What follows belongs to an exercise in optimizing a design on an open flow for small area, a short achievable clock period and few clock cycles; a production flow would make more cautious choices. At most, simulation tests tie the RTL to the original design; equivalence was not proved. Power is estimated from default activity; no workload was simulated.

// rt_frag_stream
module rt_frag_stream #(
    parameter int unsigned IW = rt_pkg::CAMERA_IW,
    parameter int unsigned QW = rt_pkg::CAMERA_QW
) (
    input  logic          clk,
    input  logic          resetn,
    input  logic          start,
    input  logic          abort,
    output logic          busy,
    output logic          done,
    input  logic [31:0]   image_width,
    input  logic [31:0]   image_height,
    input  logic [31:0]   camera_center_x,
    input  logic [31:0]   camera_center_y,
    input  logic [31:0]   camera_center_z,
    input  logic [31:0]   pixel_delta_u_x,
    input  logic [31:0]   pixel_delta_u_y,
    input  logic [31:0]   pixel_delta_u_z,
    input  logic [31:0]   pixel_delta_v_x,
    input  logic [31:0]   pixel_delta_v_y,
    input  logic [31:0]   pixel_delta_v_z,
    input  logic [31:0]   pixel_00_loc_x,
    input  logic [31:0]   pixel_00_loc_y,
    input  logic [31:0]   pixel_00_loc_z,
    output logic          m_valid,
    input  logic          m_ready,
    output logic [31:0]   m_data,
    output logic          m_last
);
    logic [IW-1:0] img_w, img_h;
    logic          unused_bits;
    logic busy_q, init_q, valid_q, done_q;
    logic          lc_q, lr_q, last_q, w1_q;
    logic [IW-1:0] xrem_q, yrem_q, wm1_q;
    logic [31:0]   acc_q, row_q, step_q;
    logic          idle, hs, adv, row_start, lc_a, lr_a;
    logic [IW-1:0] xdec, ydec;
    logic [31:0]   sum;
    assign img_w = image_width[QW +: IW];
    assign img_h = image_height[QW +: IW];
    assign unused_bits = ^{image_width[QW-1:0], image_height[QW-1:0],
                           camera_center_y, camera_center_z,
                           pixel_delta_u_y, pixel_delta_u_z,
                           pixel_delta_v_y, pixel_delta_v_z,
                           pixel_00_loc_y, pixel_00_loc_z};
    assign idle      = ~(init_q | valid_q);
    assign hs        = valid_q & m_ready;
    assign adv       = init_q | hs;
    assign row_start = init_q | lc_q;
    assign xdec      = xrem_q - IW'(1);
    assign ydec      = yrem_q - IW'(1);
    rt_rgu #(
        .WL (32)
    ) u_rgu (
        .base  (lc_q ? row_q : acc_q),
        .delta (step_q),
        .cin   (init_q),
        .next  (sum)
    );
    always_comb begin
        lc_a = (xrem_q == IW'(1));
        lr_a = lr_q;
        if (row_start) begin
  ...
Settings: LEC_CHECK=0, CAP_MARGIN=20, CORE_MARGIN=2, CORE_UTILIZATION=40, SLEW_MARGIN=20; clock period 10.0 ns.
standard.sh (not shown) runs the stock make flow with config.mk's settings and CLKGATE_MAP_FILE= SYNTH_SCRIPT=/design/flow/synth_recipe.tcl, a recipe that flattens the netlist after the stock synthesis.
==> flow/flow/run.sh <==
#!/bin/bash
# Standard ORFS layout, with small fast port buffers and a tighter setup
# target for the resizer's timing repair. Full tool logs stay under orfs/logs;
# make's own output goes to standard_make.log.
set -euo pipefail
export BUFFER_PORTS_ARGS="-buffer_cell sky130_fd_sc_hd__buf_1"
bash standard.sh BUFFER_PORTS_ARGS="$BUFFER_PORTS_ARGS" SETUP_SLACK_MARGIN=6.5 finish > standard_make.log 2>&1
==> next run, changes <==
==> flow/run.sh (new file) <==
#!/bin/bash
# synth_recipe.tcl (not shown) runs the flow's synth.tcl, then flattens the netlist and writes it again
# the make line also repeats each setting of config.mk as NAME=value (left out here)
make -C /OpenROAD-flow-scripts/flow DESIGN_CONFIG=/design/flow/config.mk WORK_HOME=/design/flow/orfs CLKGATE_MAP_FILE= SYNTH_SCRIPT=/design/flow/synth_recipe.tcl finish
--- a/flow/config.mk
+++ b/flow/config.mk
@@ -6,6 +6,8 @@
 export NUM_CORES = 4
 export LEC_CHECK = 0
+export ABC_CLOCK_PERIOD_IN_PS = 2000
 export CAP_MARGIN = 20
 export CORE_MARGIN = 2
 export CORE_UTILIZATION = 40
+export CTS_BUF_LIST = sky130_fd_sc_hd__clkbuf_4 sky130_fd_sc_hd__clkbuf_8
 export SLEW_MARGIN = 20
removed: flow/flow/run.sh
removed: flow/standard.sh
What happened: Total power shrinks by 4.8%; synthesized area does not change; die area does not change; fmax shrinks by about 14%.
==> next run, changes <==
--- a/flow/config.mk
+++ b/flow/config.mk
@@ -6,8 +6,6 @@
 export NUM_CORES = 4
 export LEC_CHECK = 0
-export ABC_CLOCK_PERIOD_IN_PS = 2000
 export CAP_MARGIN = 20
 export CORE_MARGIN = 2
 export CORE_UTILIZATION = 40
-export CTS_BUF_LIST = sky130_fd_sc_hd__clkbuf_4 sky130_fd_sc_hd__clkbuf_8
 export SLEW_MARGIN = 20
First-iteration DRC count shrinks by 8.6%.
Critical path depth does not change.
Clock skew shrinks by 0.0041 ns.
Routed wire length grows by 0.47%.
Via count stays flat.
Hold slack is worse by 0.0046 ns.
==> next run, changes <==
==> flow/flow/run.sh (new file) <==
#!/bin/bash
# Standard ORFS layout, with small fast port buffers and a tighter setup
# target for the resizer's timing repair. Full tool logs stay under orfs/logs;
# make's own output goes to standard_make.log.
set -euo pipefail
export BUFFER_PORTS_ARGS="-buffer_cell sky130_fd_sc_hd__buf_1"
bash standard.sh BUFFER_PORTS_ARGS="$BUFFER_PORTS_ARGS" SETUP_SLACK_MARGIN=7.2 finish > standard_make.log 2>&1
==> flow/standard.sh (new file) <==
#!/bin/bash
# synth_recipe.tcl (not shown) runs the flow's synth.tcl, then flattens the netlist and writes it again
# the make line also repeats each setting of config.mk as NAME=value (left out here)
make -C /OpenROAD-flow-scripts/flow DESIGN_CONFIG=/design/flow/config.mk WORK_HOME=/design/flow/orfs CLKGATE_MAP_FILE= SYNTH_SCRIPT=/design/flow/synth_recipe.tcl "${@:-finish}"
removed: flow/run.sh
Worst setup slack gains 0.76 ns.
Utilization is higher by 3.7 points.
Area after synthesis stays the same.
Cell area is higher by 6.9%.
Maximum frequency is higher by 24%.
Final cell count is higher by 5.8%.
Function was not checked in any run of this note: the RTL went through the layout flow alone.

========
== run 1 ==
The RTL this note starts from:
==> flow/design.v <==
package rt_pkg;
    localparam int unsigned CAMERA_IW = 16;
    localparam int unsigned CAMERA_QW = 16;
    localparam int unsigned CAMERA_WL = CAMERA_IW + CAMERA_QW;
endpackage
module rt_rgu #(
    parameter int unsigned WL = rt_pkg::CAMERA_WL
) (
    input  logic [WL-1:0] base,
    input  logic [WL-1:0] delta,
    input  logic          cin,
    output logic [WL-1:0] next
);
    localparam int unsigned LV = $clog2(WL);
    logic [(LV+1)*WL-1:0] g, p;
    logic [WL-1:0]        hp;
    assign hp = base ^ delta;
    always_comb begin
        g = '0;
        p = '0;
        g[WL-1:0] = base & delta;
        p[WL-1:0] = hp;
        g[0] = (base[0] & delta[0]) | (hp[0] & cin);
        for (int l = 0; l < LV; l++) begin
            for (int i = 0; i < WL; i++) begin
                if (((i >> l) & 1) == 1) begin
                    g[(l+1)*WL + i] = g[l*WL + i]
                                    | (p[l*WL + i] & g[l*WL + ((i >> l) << l) - 1]);
                    p[(l+1)*WL + i] = p[l*WL + i] & p[l*WL + ((i >> l) << l) - 1];
                end else begin
                    g[(l+1)*WL + i] = g[l*WL + i];
                    p[(l+1)*WL + i] = p[l*WL + i];
                end
            end
        end
        next = hp ^ {g[LV*WL +: WL-1], cin};
    end
endmodule
module rt_frag_stream #(
    parameter int unsigned IW = rt_pkg::CAMERA_IW,
    parameter int unsigned QW = rt_pkg::CAMERA_QW
) (
    input  logic          clk,
    input  logic          resetn,
    input  logic          start,
    input  logic          abort,
    output logic          busy,
    output logic          done,
    input  logic [31:0]   image_width,
    input  logic [31:0]   image_height,
    input  logic [31:0]   camera_center_x,
    input  logic [31:0]   camera_center_y,
    input  logic [31:0]   camera_center_z,
    input  logic [31:0]   pixel_delta_u_x,
    input  logic [31:0]   pixel_delta_u_y,
    input  logic [31:0]   pixel_delta_u_z,
    input  logic [31:0]   pixel_delta_v_x,
    input  logic [31:0]   pixel_delta_v_y,
    input  logic [31:0]   pixel_delta_v_z,
    input  logic [31:0]   pixel_00_loc_x,
    input  logic [31:0]   pixel_00_loc_y,
    input  logic [31:0]   pixel_00_loc_z,
    output logic          m_valid,
    input  logic          m_ready,
    output logic [31:0]   m_data,
    output logic          m_last
);
    logic [IW-1:0] img_w, img_h;
    logic          unused_bits;
    logic busy_q, init_q, valid_q, done_q;
    logic          lc_q, lr_q, last_q, w1_q;
    logic [IW-1:0] xrem_q, yrem_q, w_q;
    logic [31:0]   acc_q, row_q, step_q;
    logic          idle, hs, adv, row_start, lc_a, lr_a;
    logic [IW-1:0] xdec, ydec;
    logic [31:0]   sum;
    assign img_w = image_width[QW +: IW];
    assign img_h = image_height[QW +: IW];
    assign unused_bits = ^{image_width[QW-1:0], image_height[QW-1:0],
                           camera_center_y, camera_center_z,
                           pixel_delta_u_y, pixel_delta_u_z,
                           pixel_delta_v_y, pixel_delta_v_z,
                           pixel_00_loc_y, pixel_00_loc_z};
    assign idle      = ~(init_q | valid_q);
    assign hs        = valid_q & m_ready;
    assign adv       = init_q | hs;
    assign row_start = init_q | lc_q;
    assign xdec      = xrem_q - IW'(1);
    assign ydec      = yrem_q - IW'(1);
    rt_rgu #(
        .WL (32)
    ) u_rgu (
        .base  (lc_q ? row_q : acc_q),
        .delta (step_q),
        .cin   (init_q),
        .next  (sum)
    );
    always_comb begin
        lc_a = lc_q ? w1_q : (xrem_q == IW'(2));
        lr_a = row_start ? (yrem_q == IW'(1)) : lr_q;
    end
    always_ff @(posedge clk or negedge resetn) begin
        if (!resetn) begin
            busy_q  <= 1'b0;
            init_q  <= 1'b0;
            valid_q <= 1'b0;
            done_q  <= 1'b0;
        end else begin
            done_q <= 1'b0;
            init_q <= 1'b0;
            if (abort) begin
                busy_q  <= 1'b0;
                valid_q <= 1'b0;
            end else if (!busy_q) begin
                if (start) begin
                    if (img_w != '0 && img_h != '0) begin
                        busy_q <= 1'b1;
                        init_q <= 1'b1;
                    end else begin
                        done_q <= 1'b1;
                    end
                end
            end else if (init_q) begin
                valid_q <= 1'b1;
            end else if (hs && last_q) begin
                busy_q  <= 1'b0;
                valid_q <= 1'b0;
                done_q  <= 1'b1;
            end
        end
    end
    always_ff @(posedge clk) begin
        step_q <= idle ? ~camera_center_x
                : ((adv ? lc_a : lc_q) ? pixel_delta_v_x : pixel_delta_u_x);
        if (idle) begin
            row_q  <= pixel_00_loc_x;
            w_q    <= img_w;
            w1_q   <= (img_w == IW'(1));
            yrem_q <= img_h;
            lc_q   <= 1'b1;
        end
        if (adv) begin
            acc_q  <= sum;
            xrem_q <= lc_q ? w_q : xdec;
        end
        if (!idle && adv) begin
            lc_q   <= lc_a;
            lr_q   <= lr_a;
            last_q <= lc_a & lr_a;
            if (row_start) begin
                row_q  <= sum;
                yrem_q <= ydec;
            end
        end
    end
    assign busy    = busy_q;
    assign done    = done_q;
    assign m_valid = valid_q;
    assign m_data  = acc_q;
    assign m_last  = last_q;
endmodule
export LEC_CHECK = 0
export CAP_MARGIN = 20
export CORE_MARGIN = 2
export CORE_UTILIZATION = 40
export SLEW_MARGIN = 20
export TNS_END_PERCENT = 0
create_clock -name core_clock -period 10.0 [get_ports {clk}]
==> flow/flow/run.sh <==
#!/bin/bash
# Standard ORFS layout with small port buffers, a compact clock tree and a
# tighter setup target for the resizer's timing repair. Each ORFS step keeps
# its full log under orfs/logs; make's own output goes to standard_make.log.
set -euo pipefail
export BUFFER_PORTS_ARGS="-buffer_cell sky130_fd_sc_hd__buf_1"
export CTS_ARGS="-sink_clustering_enable -repair_clock_nets -buf_list {sky130_fd_sc_hd__clkbuf_4 sky130_fd_sc_hd__clkbuf_8} -sink_clustering_size 30 -sink_clustering_max_diameter 100 -dont_use_dummy_load"
bash standard.sh BUFFER_PORTS_ARGS="$BUFFER_PORTS_ARGS" CTS_ARGS="$CTS_ARGS" SETUP_SLACK_MARGIN=7.0 finish > standard_make.log 2>&1
Testbench counts of run 1, summed over its fixed seeds: cycles 25,740.
Setup changes, run 1 to run 2
- TNS_END_PERCENT no longer set, was 0
==> flow/flow/run.sh <==
#!/bin/bash
# Standard ORFS layout with small port buffers, a compact clock tree and a
# tighter setup target for the resizer's timing repair. Each ORFS step keeps
# its full log under orfs/logs; make's own output goes to standard_make.log.
set -euo pipefail
export BUFFER_PORTS_ARGS="-buffer_cell sky130_fd_sc_hd__buf_1"
export CTS_ARGS="-sink_clustering_enable -repair_clock_nets -buf_list {sky130_fd_sc_hd__clkbuf_8 sky130_fd_sc_hd__clkbuf_16} -sink_clustering_size 30 -sink_clustering_max_diameter 100 -dont_use_dummy_load"
bash standard.sh BUFFER_PORTS_ARGS="$BUFFER_PORTS_ARGS" CTS_ARGS="$CTS_ARGS" SETUP_SLACK_MARGIN=6.7 finish > standard_make.log 2>&1
## What came out
Number of flip-flops and latches came out exactly the same in run 1 and run 2. On run 2: clock transition at the registers of the reported paths is 0.03 ns lower than what run 1 gave. Wire: run 2 routes more than run 1. Compared with run 1, run 2 instantiates a larger number of cells. Run 2: fraction of layout cells with a size suffix above 1 3.0 points above run 1. The power per standard cell area number comes out higher for run 2 vs run 1. Final net count, run 2 vs run 1: up slightly. Compared with run 1, run 2 ends up with more cell area. Across run 1 and run 2, none had a timing, DRC or antenna violation. When run 2 is measured against run 1, its total power turns out about 13% higher. Summary — post-layout worst setup margin, run 2 relative to run 1: higher, by 0.059 ns.
Input-level comparison between run 3 and run 2:
- setting TNS_END_PERCENT to 0 for the first time
-- flow/flow/run.sh --
<<< run 2, line 8
bash standard.sh BUFFER_PORTS_ARGS="$BUFFER_PORTS_ARGS" CTS_ARGS="$CTS_ARGS" SETUP_SLACK_MARGIN=6.7 finish > standard_make.log 2>&1
>>> run 3, line 8
bash standard.sh BUFFER_PORTS_ARGS="$BUFFER_PORTS_ARGS" CTS_ARGS="$CTS_ARGS" SETUP_SLACK_MARGIN=6.85 finish > standard_make.log 2>&1
Notes after the runs:
- On run 3: antenna cell count is 1 lower than what run 2 gave.
- Run 3 against run 2; internal power consumption is down by a few percent.
- Lower total routed wire length on the met1 layer was reported by run 3, not run 2.
- Against run 2, combinational gate power in run 3 fell by a little under 10%.
- Number of stages on the worst setup path in run 3 is 2 higher than in run 2
- Run 3 improves on run 2 in routed wire length.
- Run 3 -> run 2: clock edge transition at the registers on the reported setup and hold paths flat
- | total via count after detailed routing | run 3 vs run 2 | ≈ equal |
- Sequential group share of total power for run 3: 1.1 points up relative to run 2
- Combinational share of power on run 3 is down relative to run 2.
- Final instance count without filler cells, run 3 vs run 2: down slightly
[inputs] run 4 vs run 3
-- flow/flow/run.sh --
<<< run 3, line 8
bash standard.sh BUFFER_PORTS_ARGS="$BUFFER_PORTS_ARGS" CTS_ARGS="$CTS_ARGS" SETUP_SLACK_MARGIN=6.85 finish > standard_make.log 2>&1
>>> run 4, line 8
bash standard.sh BUFFER_PORTS_ARGS="$BUFFER_PORTS_ARGS" CTS_ARGS="$CTS_ARGS" SETUP_SLACK_MARGIN=7.0 finish > standard_make.log 2>&1
Findings:
[compare] base=run 3 new=run 4: number of vias per cell closely matched the old numbers, maximum single-stage delay on the critical path ~0 delta, sequential share of layout area held steady, number of cells in the design after placement roughly the same.
Relative to run 4, the following input files were edited for run 5:
-- flow/flow/run.sh --
<<< run 4, line 7
export CTS_ARGS="-sink_clustering_enable -repair_clock_nets -buf_list {sky130_fd_sc_hd__clkbuf_8 sky130_fd_sc_hd__clkbuf_16} -sink_clustering_size 30 -sink_clustering_max_diameter 100 -dont_use_dummy_load"
>>> run 5, line 7
export CTS_ARGS="-sink_clustering_enable -repair_clock_nets -buf_list {sky130_fd_sc_hd__clkbuf_8} -sink_clustering_size 30 -sink_clustering_max_diameter 100 -dont_use_dummy_load"
- The proportion of final cell area spent on non-clock buffers of run 5 and that of run 4 are within noise of each other.
- Per the final summary, run 5 finished and its layout is clean on timing, DRC and antenna.
- Run 5 -> run 4: instance count of the mapped netlist delta 0, exact match
- Relative to run 4, summed area of non-filler cells in the final layout has decreased by 2.5% in run 5.
- Against run 4, run 5 comes in 920 um lower on routed wire length.

## port drivers added, routing unchanged
How much do the figures lean on ideal ports? The routed layouts below were timed once more, with nothing changed but the port constraints.
Step 1, drivers: a clkbuf_16 drives clk and a buf_2 each remaining input, both assumed.
Step 2, shift: input delay + t, output delay - t, t = (earliest + latest rising clock arrival at the registers) / 2. This alone moves slack from input paths to output paths.
a / b / c = ideal / step 1 / step 2; a / b = the first two.
run | t, ns | setup slack, ns | worst hold slack (ns) | worst setup path at the end | pins driven straight from the clock port
the first run of note 1 | 0.466 | 6.675 / 6.675 / 6.220 | 0.531 / 0.531 / 0.531 | input to register | 1
the second run of note 1 | 0.502 | 6.131 / 6.131 / 5.847 | 0.541 / 0.541 / 0.541 | input to register | 1
the third run of note 1 | 0.479 | 6.150 / 6.150 / 5.846 | 0.536 / 0.536 / 0.536 | input to register | 1
the fourth run of note 1 | 0.483 | 6.906 / 6.855 / 6.896 | 0.568 / 0.568 / 0.568 | input to register | 1
run 1 | 0.479 | 6.602 / 6.604 / 6.133 | 0.469 / 0.469 / 0.469 | input to register | 1
run 2 | 0.461 | 6.662 / 6.662 / 6.284 | 0.467 / 0.467 / 0.467 | input to register | 1
run 3 | 0.460 | 6.606 / 6.606 / 6.179 | 0.466 / 0.466 / 0.466 | input to register | 1
run 4 | 0.460 | 6.606 / 6.606 / 6.179 | 0.466 / 0.466 / 0.466 | input to register | 1
run 5 | 0.479 | 6.602 / 6.604 / 6.133 | 0.469 / 0.469 / 0.469 | input to register | 1
After both steps every run listed still meets setup and hold.
